Context: an optimization exercise on an open-source flow, tuned for small area and a short achievable clock period. The choices shown serve that exercise and are no tape-out recipe. In this exercise RTL edits were held to simulation tests only and were not proved equivalent to the original. No activity file was given, so power comes from the tool's default toggle rates.

==> design/flow/design.v <==
package game_cfg_pkg;
   localparam int refresh_default = 255;     
   localparam int field_bottom = 479;        
   localparam int rod_len       = 100;       
   localparam int rod_thick     = 10;        
   localparam int rod_step      = 10;        
   localparam int rod_start_top = 260;
   localparam int left_rod_x    = 5;         
   localparam int right_rod_x   = 625;       
   localparam int ball_start  = 300;         
   localparam int ball_radius = 8;
   localparam int ball_speed  = 3;           
   localparam int serve_h     = 4;           
   localparam int serve_v     = 3;           
   localparam int goal_low      = 140;
   localparam int goal_high     = 340;
   localparam int wall_gap_low  = 200;
   localparam int wall_gap_high = 280;
   localparam int top_bounce    = 20;
   localparam int bottom_bounce = 460;
   localparam logic [2:0] col_field     = 3'b010;  
   localparam logic [2:0] col_frame     = 3'b111;  
   localparam logic [2:0] col_left_rod  = 3'b001;  
   localparam logic [2:0] col_right_rod = 3'b100;  
   localparam logic [2:0] col_ball      = 3'b111;  
   localparam logic [2:0] col_blank     = 3'b000;
endpackage
package game_types_pkg;
   typedef logic signed [10:0] coord_t;
   typedef logic signed [3:0] vel_t;         
   typedef logic [2:0] rgb_t;                
   typedef struct packed {
      logic up;
      logic down;
   } rod_btn_t;
   typedef struct packed {
      logic [9:0] x;                         
      logic [8:0] y;                         
      logic       video_on;                  
   } pixel_t;
   typedef struct packed {
      coord_t x;
      coord_t y;
   } ball_t;
endpackage
`timescale 1ns/1ps
module game_ctrl (
   input  logic clk,
   input  logic reset,
   input  logic goal_right_mouth,  
   input  logic goal_left_mouth,   
   output logic frame_tick,        
   output logic serve_left,        
   output logic score1,
   output logic score2
);
   logic [7:0] lfsr;
   logic       low_zero;
   assign low_zero   = (lfsr[6:0] == 7'd0);
   assign frame_tick = low_zero && !lfsr[7];
   always_ff @(posedge clk or posedge reset)
   begin
      if (reset)
         lfsr <= 8'd0;
      else
         lfsr <= {lfsr[6:0], lfsr[7] ^ lfsr[5] ^ lfsr[4] ^ lfsr[3] ^ low_zero};
   end
   always_ff @(posedge clk or posedge reset)
   begin
      if (reset)
      begin
         serve_left <= 1'b0;
         score1     <= 1'b0;
         score2     <= 1'b0;
      end
      else
      begin
         score1 <= goal_right_mouth;
         score2 <= goal_left_mouth;
         if (goal_right_mouth)
            serve_left <= 1'b0;
         else if (goal_left_mouth)
            serve_left <= 1'b1;
      end
   end
endmodule
`timescale 1ns/1ps
module rod_mover (
   input  logic       clk,
   input  logic       reset,
   input  logic       frame_tick,
   input  logic [1:0] btn,           
   output logic [7:0] rod_half       
);
   always_ff @(posedge clk or posedge reset)
   begin
      if (reset)
         rod_half <= 8'd130;
      else if (frame_tick)
      begin
         if (btn[1] && (rod_half > 8'd5))
            rod_half <= rod_half - 8'd5;
         else if (btn[0] && (rod_half < 8'd185))
            rod_half <= rod_half + 8'd5;
      end
   end
endmodule
`timescale 1ns/1ps
module ball_mover (
   input  logic               clk,
   input  logic               reset,
   input  logic               frame_tick,
   input  logic               serve,
   input  logic               serve_left,
   input  logic [7:0]         left_half,
   input  logic [7:0]         right_half,
   output logic signed [10:0] bx,
   output logic signed [10:0] by,
   output logic               goal_right_mouth,
   output logic               goal_left_mouth
);
   logic v_zero, vx_neg, vx_4, vy_neg;
   logic signed [11:0] ltop, lbot, rtop, rbot;
   logic hit_right, hit_left, off_gap, in_mouth;
   logic top_wall, bot_wall, right_wall, left_wall;
   assign ltop = {3'b000, left_half, 1'b0};
   assign rtop = {3'b000, right_half, 1'b0};
   assign lbot = ltop + 12'sd100;
   assign rbot = rtop + 12'sd100;
   assign hit_right = (12'(by) >= rtop) && (12'(by) <= rbot) && (bx >= 11'sd622) && (bx <= 11'sd630);
   assign hit_left  = (12'(by) >= ltop) && (12'(by) <= lbot) && (bx >= 11'sd12) && (bx <= 11'sd17);
   assign off_gap  = (by < 11'sd200) || (by > 11'sd280);
   assign in_mouth = (by >= 11'sd140) && (by <= 11'sd340);
   assign top_wall   = (by < 11'sd20);
   assign bot_wall   = (by > 11'sd460);
   assign right_wall = (bx >= 11'sd630) && off_gap;
   assign left_wall  = (bx <= 11'sd3) && off_gap;
   assign goal_right_mouth = frame_tick && in_mouth && (bx >= 11'sd637);
   assign goal_left_mouth  = frame_tick && in_mouth && (bx <= 11'sd3);
   logic signed [10:0] dx, dy;
   assign dx = v_zero ? 11'sd0 : vx_neg ? (vx_4 ? -11'sd4 : -11'sd3) : (vx_4 ? 11'sd4 : 11'sd3);
   assign dy = v_zero ? 11'sd0 : vy_neg ? -11'sd3 : 11'sd3;
   always_ff @(posedge clk or posedge reset)
   begin
      if (reset)
      begin
         bx <= 11'sd300;
         by <= 11'sd300;
      end
      else if (frame_tick)
      begin
         if (goal_right_mouth || goal_left_mouth)
         begin
            bx <= 11'sd300;
            by <= 11'sd300;
         end
         else
         begin
            bx <= bx + dx;
            by <= by + dy;
         end
      end
   end
   always_ff @(posedge clk or posedge reset)
   begin
      if (reset)
      begin
         v_zero <= 1'b1;
         vx_neg <= 1'b0;
         vx_4   <= 1'b0;
         vy_neg <= 1'b0;
      end
      else if (serve)
      begin
         v_zero <= 1'b0;
         vx_neg <= serve_left;
         vx_4   <= 1'b1;
         vy_neg <= serve_left;
      end
      else if (frame_tick)
      begin
         if (goal_right_mouth || goal_left_mouth)
            v_zero <= 1'b1;
         if (top_wall)
            vy_neg <= 1'b0;
         else if (bot_wall)
            vy_neg <= 1'b1;
         if (!top_wall && !bot_wall && right_wall)
         begin
            vx_neg <= 1'b1;
            vx_4   <= 1'b0;
         end
         else if (!top_wall && !bot_wall && left_wall)
         begin
            vx_neg <= 1'b0;
            vx_4   <= 1'b0;
         end
         else if (hit_right)
         begin
            vx_neg <= 1'b1;
            vx_4   <= 1'b0;
         end
         else if (hit_left)
         begin
            vx_neg <= 1'b0;
            vx_4   <= 1'b0;
         end
      end
   end
endmodule
`timescale 1ns/1ps
module pixel_renderer (
   input  logic               clk,
   input  logic               reset,
   input  logic [19:0]        pix,
   input  logic signed [10:0] bx,
   input  logic signed [10:0] by,
   input  logic [7:0]         left_half,
   input  logic [7:0]         right_half,
   output logic [2:0]         rgb
);
   logic [9:0] px;
   logic [8:0] py;
   logic       vo;
   assign px = pix[19:10];
   assign py = pix[9:1];
   assign vo = pix[0];
   logic on_frame, on_left, on_right, on_ball;
   assign on_frame = (py < 9'd5) || (py > 9'd474)
                     || (((py < 9'd140) || (py > 9'd340)) && ((px < 10'd5) || (px > 10'd634)));
   logic [8:0] ltop, rtop;
   logic [9:0] lbot, rbot;
   assign ltop = {left_half, 1'b0};
   assign rtop = {right_half, 1'b0};
   assign lbot = {1'b0, left_half, 1'b0} + 10'd100;
   assign rbot = {1'b0, right_half, 1'b0} + 10'd100;
   assign on_left  = (py > ltop) && ({1'b0, py} < lbot) && (px > 10'd5) && (px < 10'd15);
   assign on_right = (py > rtop) && ({1'b0, py} < rbot) && (px > 10'd625) && (px < 10'd635);
   logic [10:0] dx, dy;
   logic [3:0]  adx, ady;
   logic        inx, iny;
   assign dx = {1'b0, px} - bx;
   assign dy = {2'b00, py} - by;
   assign inx = (dx[10:3] == 8'hff) || (dx[10:4] == 7'd0 && (!dx[3] || dx[2:0] == 3'd0));
   assign iny = (dy[10:3] == 8'hff) || (dy[10:4] == 7'd0 && (!dy[3] || dy[2:0] == 3'd0));
   assign adx = dx[10] ? 4'(-dx[3:0]) : dx[3:0];
   assign ady = dy[10] ? 4'(-dy[3:0]) : dy[3:0];
   logic [3:0] wmax;
   always_comb
   begin
      case (ady)
         4'd0:                wmax = 4'd8;
         4'd1, 4'd2, 4'd3:    wmax = 4'd7;
         4'd4, 4'd5:          wmax = 4'd6;
         4'd6:                wmax = 4'd5;
         4'd7:                wmax = 4'd3;
         default:             wmax = 4'd0;
      endcase
   end
   assign on_ball = inx && iny && (adx <= wmax);
   logic [2:0] rgb_next;
   assign rgb_next[0] = vo && !on_right && (on_frame ^ on_ball ^ on_left);
   assign rgb_next[1] = vo && !on_left && !on_right && !(on_frame && on_ball);
   assign rgb_next[2] = vo && !on_left && (on_frame ^ on_ball ^ on_right);
   always_ff @(posedge clk or posedge reset)
   begin
      if (reset)
         rgb <= 3'b000;
      else
         rgb <= rgb_next;
   end
endmodule
`timescale 1ns/1ps
module foosball_top (
   input  logic                     clk,
   input  logic                     reset,
   input  logic                     stop_ball,
   input  game_types_pkg::rod_btn_t left_btn,
   input  game_types_pkg::rod_btn_t right_btn,
   input  game_types_pkg::pixel_t   pix,
   output game_types_pkg::rgb_t     rgb,
   output logic                     score1,
   output logic                     score2
);
   logic frame_tick, serve_left;
   logic goal_right_mouth, goal_left_mouth;
   logic [7:0] left_half, right_half;
   logic signed [10:0] bx, by;
   game_ctrl u_ctrl (
      .clk              (clk),
      .reset            (reset),
      .goal_right_mouth (goal_right_mouth),
      .goal_left_mouth  (goal_left_mouth),
      .frame_tick       (frame_tick),
      .serve_left       (serve_left),
      .score1           (score1),
      .score2           (score2)
   );
   rod_mover left_rod  (.clk(clk), .reset(reset), .frame_tick(frame_tick),
                        .btn(left_btn), .rod_half(left_half));
   rod_mover right_rod (.clk(clk), .reset(reset), .frame_tick(frame_tick),
                        .btn(right_btn), .rod_half(right_half));
   ball_mover u_ball (
      .clk              (clk),
      .reset            (reset),
      .frame_tick       (frame_tick),
      .serve            (stop_ball),
      .serve_left       (serve_left),
      .left_half        (left_half),
      .right_half       (right_half),
      .bx               (bx),
      .by               (by),
      .goal_right_mouth (goal_right_mouth),
      .goal_left_mouth  (goal_left_mouth)
   );
   pixel_renderer u_render (
      .clk        (clk),
      .reset      (reset),
      .pix        (pix),
      .bx         (bx),
      .by         (by),
      .left_half  (left_half),
      .right_half (right_half),
      .rgb        (rgb)
   );
endmodule
==> design/flow/run.sh <==
#!/bin/bash
# synth_recipe.tcl (not shown) runs the flow's synth.tcl, then flattens the netlist and writes it again
# the make line also repeats each setting of config.mk as NAME=value (left out here)
make -C /OpenROAD-flow-scripts/flow DESIGN_CONFIG=/design/flow/config.mk WORK_HOME=/design/flow/orfs CLKGATE_MAP_FILE= SYNTH_SCRIPT=/design/flow/synth_recipe.tcl finish
==> design/flow/config.mk <==
export PLATFORM = sky130hd
export DESIGN_NAME = foosball_top
export DESIGN_NICKNAME = foosball_top
export VERILOG_FILES = /design/flow/design.v
export SDC_FILE = /design/flow/constraint.sdc
export NUM_CORES = 4
export LEC_CHECK = 0
export CAP_MARGIN = 20
export CORE_MARGIN = 2
export CORE_UTILIZATION = 40
export SLEW_MARGIN = 20
==> design/flow/constraint.sdc <==
create_clock -name core_clock -period 13.0 [get_ports {clk}]
set_input_delay 2.6000 -clock core_clock [delete_from_list [all_inputs] [get_ports {clk}]]
set_output_delay 2.6000 -clock core_clock [all_outputs]
set_load 0.01 [all_outputs]
==> results.json <==
{
  "start_util": 0.412,
  "drive_above_1_share": 0.0571,
  "ir_drop_mv": 0.0516,
  "antennaDiodeCount": 0,
  "hold_path.class": "reg -> reg",
  "die_x_um": 135,
  "synth_top_area_share": 0.223,
  "critical_path.max_stage_delay_ns": 0.47,
  "routedWlPerCell_um": 17.3,
  "fin_nets": 992,
  "reg2reg_depth": 21,
  "synthFlopType": "dfrtp_1",
  "yosysSeqAreaShare": 0.207,
  "rsz0062_at_grt": "false",
  "antenna_found_initial": 0,
  "status": "timing/DRC/antenna clean",
  "hpwl_um": 14200,
  "cpMostUsedCell": "ha_1",
  "setup_violations": 0,
  "num_rows": 47,
  "ys_warn_count": 4,
  "crit_type": "in -> reg",
  "io_pins": 32,
  "clock_path_buffers": 2,
  "die_area_mm2": 0.0182,
  "slew-limit-headroom": 0.486,
  "synth_commonest_cells": "ha_1, o21ai_0, inv_1",
  "htree_levels": 2,
  "syn_area_per_cell_um2": 8.40,
  "maxCapViolations": 0,
  "worst_pin_slew_ns": 0.771,
  "io_buffer_count": 31,
  "via_per_inst": 5.82,
  "syn-num-nets": 969,
  "fin_skew_ns": 0.00646,
  "fin_setup_tns_ns": 0,
  "numCtsBuffers": 5,
  "p_leak_nw": 3.19,
  "antenna_left": 0,
  "yosys.cell_count.top_type": "ha_1",
  "synth_cells": 816,
  "power_density_mw_per_mm2": 72.2,
  "cts.sinks": 56,
  "synth_seq_cells": 56,
  "ctsRootBufferMaster": "clkbuf_16",
  "syn_to_final_growth_pct": 9.89,
  "routed_wl_um": 18300,
  "grt_max_degree": 57,
  "grt_pass1_vias": 5835,
  "crit_fanout": 6,
  "period_needed_ns": 7.59,
  "synth.area.top_cells": "ha_1, dfrtp_1, xnor2_1",
  "drcViolationCount": 0,
  "drt_iter0_drc": 374,
  "yosysUniqueCellTypes": 84,
  "min_path_cells": 0,
  "cts_resized": 0,
  "end_kind": "register",
  "worstPathArrival_ns": 7.83,
  "fmax_ghz": 0.132,
  "overflow": 0,
  "grt_first_pass_wirelength_um": 29400,
  "drv_slew": 0,
  "period_share": 0.584,
  "required_ns": 13.24,
  "post_cts_buffers": 0,
  "slowest_stage": "clkdlybuf4s50_1",
  "clk_pin_slew_worst_paths_ns": 0.08,
  "cp_cell_sequence": "clkdlybuf4s50_1 > inv_1 > ha_1 > inv_1 > fa_1 > a21oi_2 > o2111ai_2 > a31oi_1 > o21bai_1 > nand2_1 > mux2_2 > o21ai_0 > ha_1 > nor2b_1 > o21a_1 > o21a_1 > o21ai_0 > nand4_1 > or4b_1 > a22oi_1 > ha_1 > or3_1 > a21oi_1",
  "synth_edf_count": 0,
  "worstSetupStartpointType": "input port",
  "core_mm2": 0.0166,
  "die_h_um": 135,
  "hold_viol": 0,
  "insertion_delay_ns": 0.31,
  "power.total_mw": 0.544,
  "nFillCells": 1666,
  "async_reset_ff_frac": 1.00,
  "synth_area_leader_cell": "ha_1",
  "cts-hold-fix-buffers": 0,
  "synth_area_mm2": 0.00686,
  "track_usage": 0.203,
  "gp_congestion": 0.847,
  "vias": 6165,
  "cts_tree": "yes",
  "first_pass_iters": 5
}
[power breakdown]
part / total (mW) / internal [mW] / leakage (nW) / switching [mW]
registers: 0.196 / 0.181 / 0.685 / 0.0148
logic: 0.199 / 0.0887 / 2.44 / 0.111
clock network: 0.149 / 0.0736 / 0.0719 / 0.0751
[metal layers]
layer / vias up / part of all wire / track usage
li1: 3112 / - / -
met1: 2892 / 0.47 / 0.272
met2: 130 / 0.47 / 0.338
met3: 31 / 0.031 / 0.0244
met4: 0 / 0.025 / 0.0725
met5: - / 0 / 0
[state kept, by name, indices dropped and copies added (netlist names)]
name,flops
left_rod.rod_half,8
u_ctrl.serve_left,1
u_ball.vx_4,1
u_ctrl.score2,1
u_ball.by,11
u_ball.v_zero,1
u_ctrl.score1,1
u_ball.vy_neg,1
u_ctrl.lfsr,8
u_render.rgb,3
u_ball.vx_neg,1
u_ball.bx,11
right_rod.rod_half,8
[metrics by stage]
| step | worst slack (ns) | cells | cell area [um2] | hold WS [ns] | utilization |
|---|---|---|---|---|---|
| after detailed placement | 5.06 | 1052 | 7380 | 0.362 | 0.444 |
| after CTS | 5.38 | 1060 | 7530 | 0.381 | 0.453 |
| after global routing | 4.98 | 1060 | 7530 | 0.387 | 0.453 |
| after global placement | 5.19 | 1052 | 7380 | 0.360 | 0.444 |
| after floorplan | 6.04 | 816 | 6860 | 0.354 | - |
| final | 5.41 | 1060 | 7530 | 0.378 | 0.453 |
[layout by cell type, fill, tap and decap left out, types with 8 or more instances in the layout]
| cell | count |
|---|---|
| a21oi_1 | 48 |
| xor2_1 | 9 |
| o21a_1 | 15 |
| a211oi_1 | 12 |
| xnor2_1 | 47 |
| o21ai_0 | 67 |
| dfrtp_1 | 43 |
| nand2b_1 | 9 |
| nor2_1 | 45 |
| inv_1 | 55 |
| nor4_1 | 10 |
| nor3_1 | 32 |
| clkdlybuf4s50_1 | 31 |
| a31oi_1 | 8 |
| nand4_1 | 15 |
| o22ai_1 | 11 |
| o2111ai_1 | 9 |
| nor2b_1 | 12 |
| ha_1 | 122 |
| nand2_1 | 55 |
| a21o_1 | 9 |
| nand3_1 | 32 |
| dfstp_2 | 13 |
[critical path: cells and delay by family]
| family | cells | cell delay, ns |
|---|---|---|
| simple gates | 5 | 1.27 |
| compound gates | 10 | 1.81 |
| buf+inv | 3 | 0.62 |
| fa+ha+maj | 4 | 1.16 |
| mux | 1 | 0.36 |
[layout make-up]
cell class	instances	area [um2]	share of cell area
clock buffers	5	125	0.0166
clock inverters	3	27.5	0.00365
inverters	56	210	0.0279
multi-input cells	687	5150	0.684
flip-flops and latches	56	1420	0.188
well taps	220	275	0.0365
repair buffers	33	325	0.0432
[cells by family after synthesis]
logic type                 after synthesis  share of synthesized area
DFF                                     56                      0.207
muxes                                    6                    0.00912
and+or+nand+nor                        256                      0.198
buffers and inverters                   73                     0.0423
AOI/OAI and AO/OA                      242                      0.236
xor gates and xnor gates                57                     0.0739
adders and majority gates              126                      0.234
[worst paths after layout]
kind	start	endpoint	slack, ns
max	pix[1]	u_render.rgb[0]	5.41
min	u_ctrl.lfsr[1]	u_ctrl.lfsr[2]	0.38
max reg2reg	u_ball.by[0]	u_render.rgb[0]	7.62
min reg2reg	u_ctrl.lfsr[1]	u_ctrl.lfsr[2]	0.38
max in group asynchronous	reset	left_rod.rod_half[2]	9.67
min in group asynchronous	reset	u_ctrl.lfsr[2]	2.82

## afterwards: timing with drivers on the ports
The results above use ideal ports. As a check the final layout listed here was re-extracted and re-timed, cells and wires unchanged. Step 1: set_driving_cell puts a clkbuf_16 on clk and a buf_2 on each other input, an assumption about the parent block. Step 2, shift: input delay + t, output delay - t, t = (earliest + latest rising clock arrival at the registers) / 2. This alone moves slack from input paths to output paths. Slacks: ideal ports / drivers / drivers and shift; pairs: ideal ports / drivers.
t (ns): 0.349
slack for setup (ns): 5.411 / 5.434 / 5.085
hold WS [ns]: 0.378 / 0.378 / 0.378
worst setup path at the end: input to register
After both steps setup and hold are still met in this run. For this run, drivers alone change the setup slack by +0.023 ns; drivers and shift together by -0.326 ns.
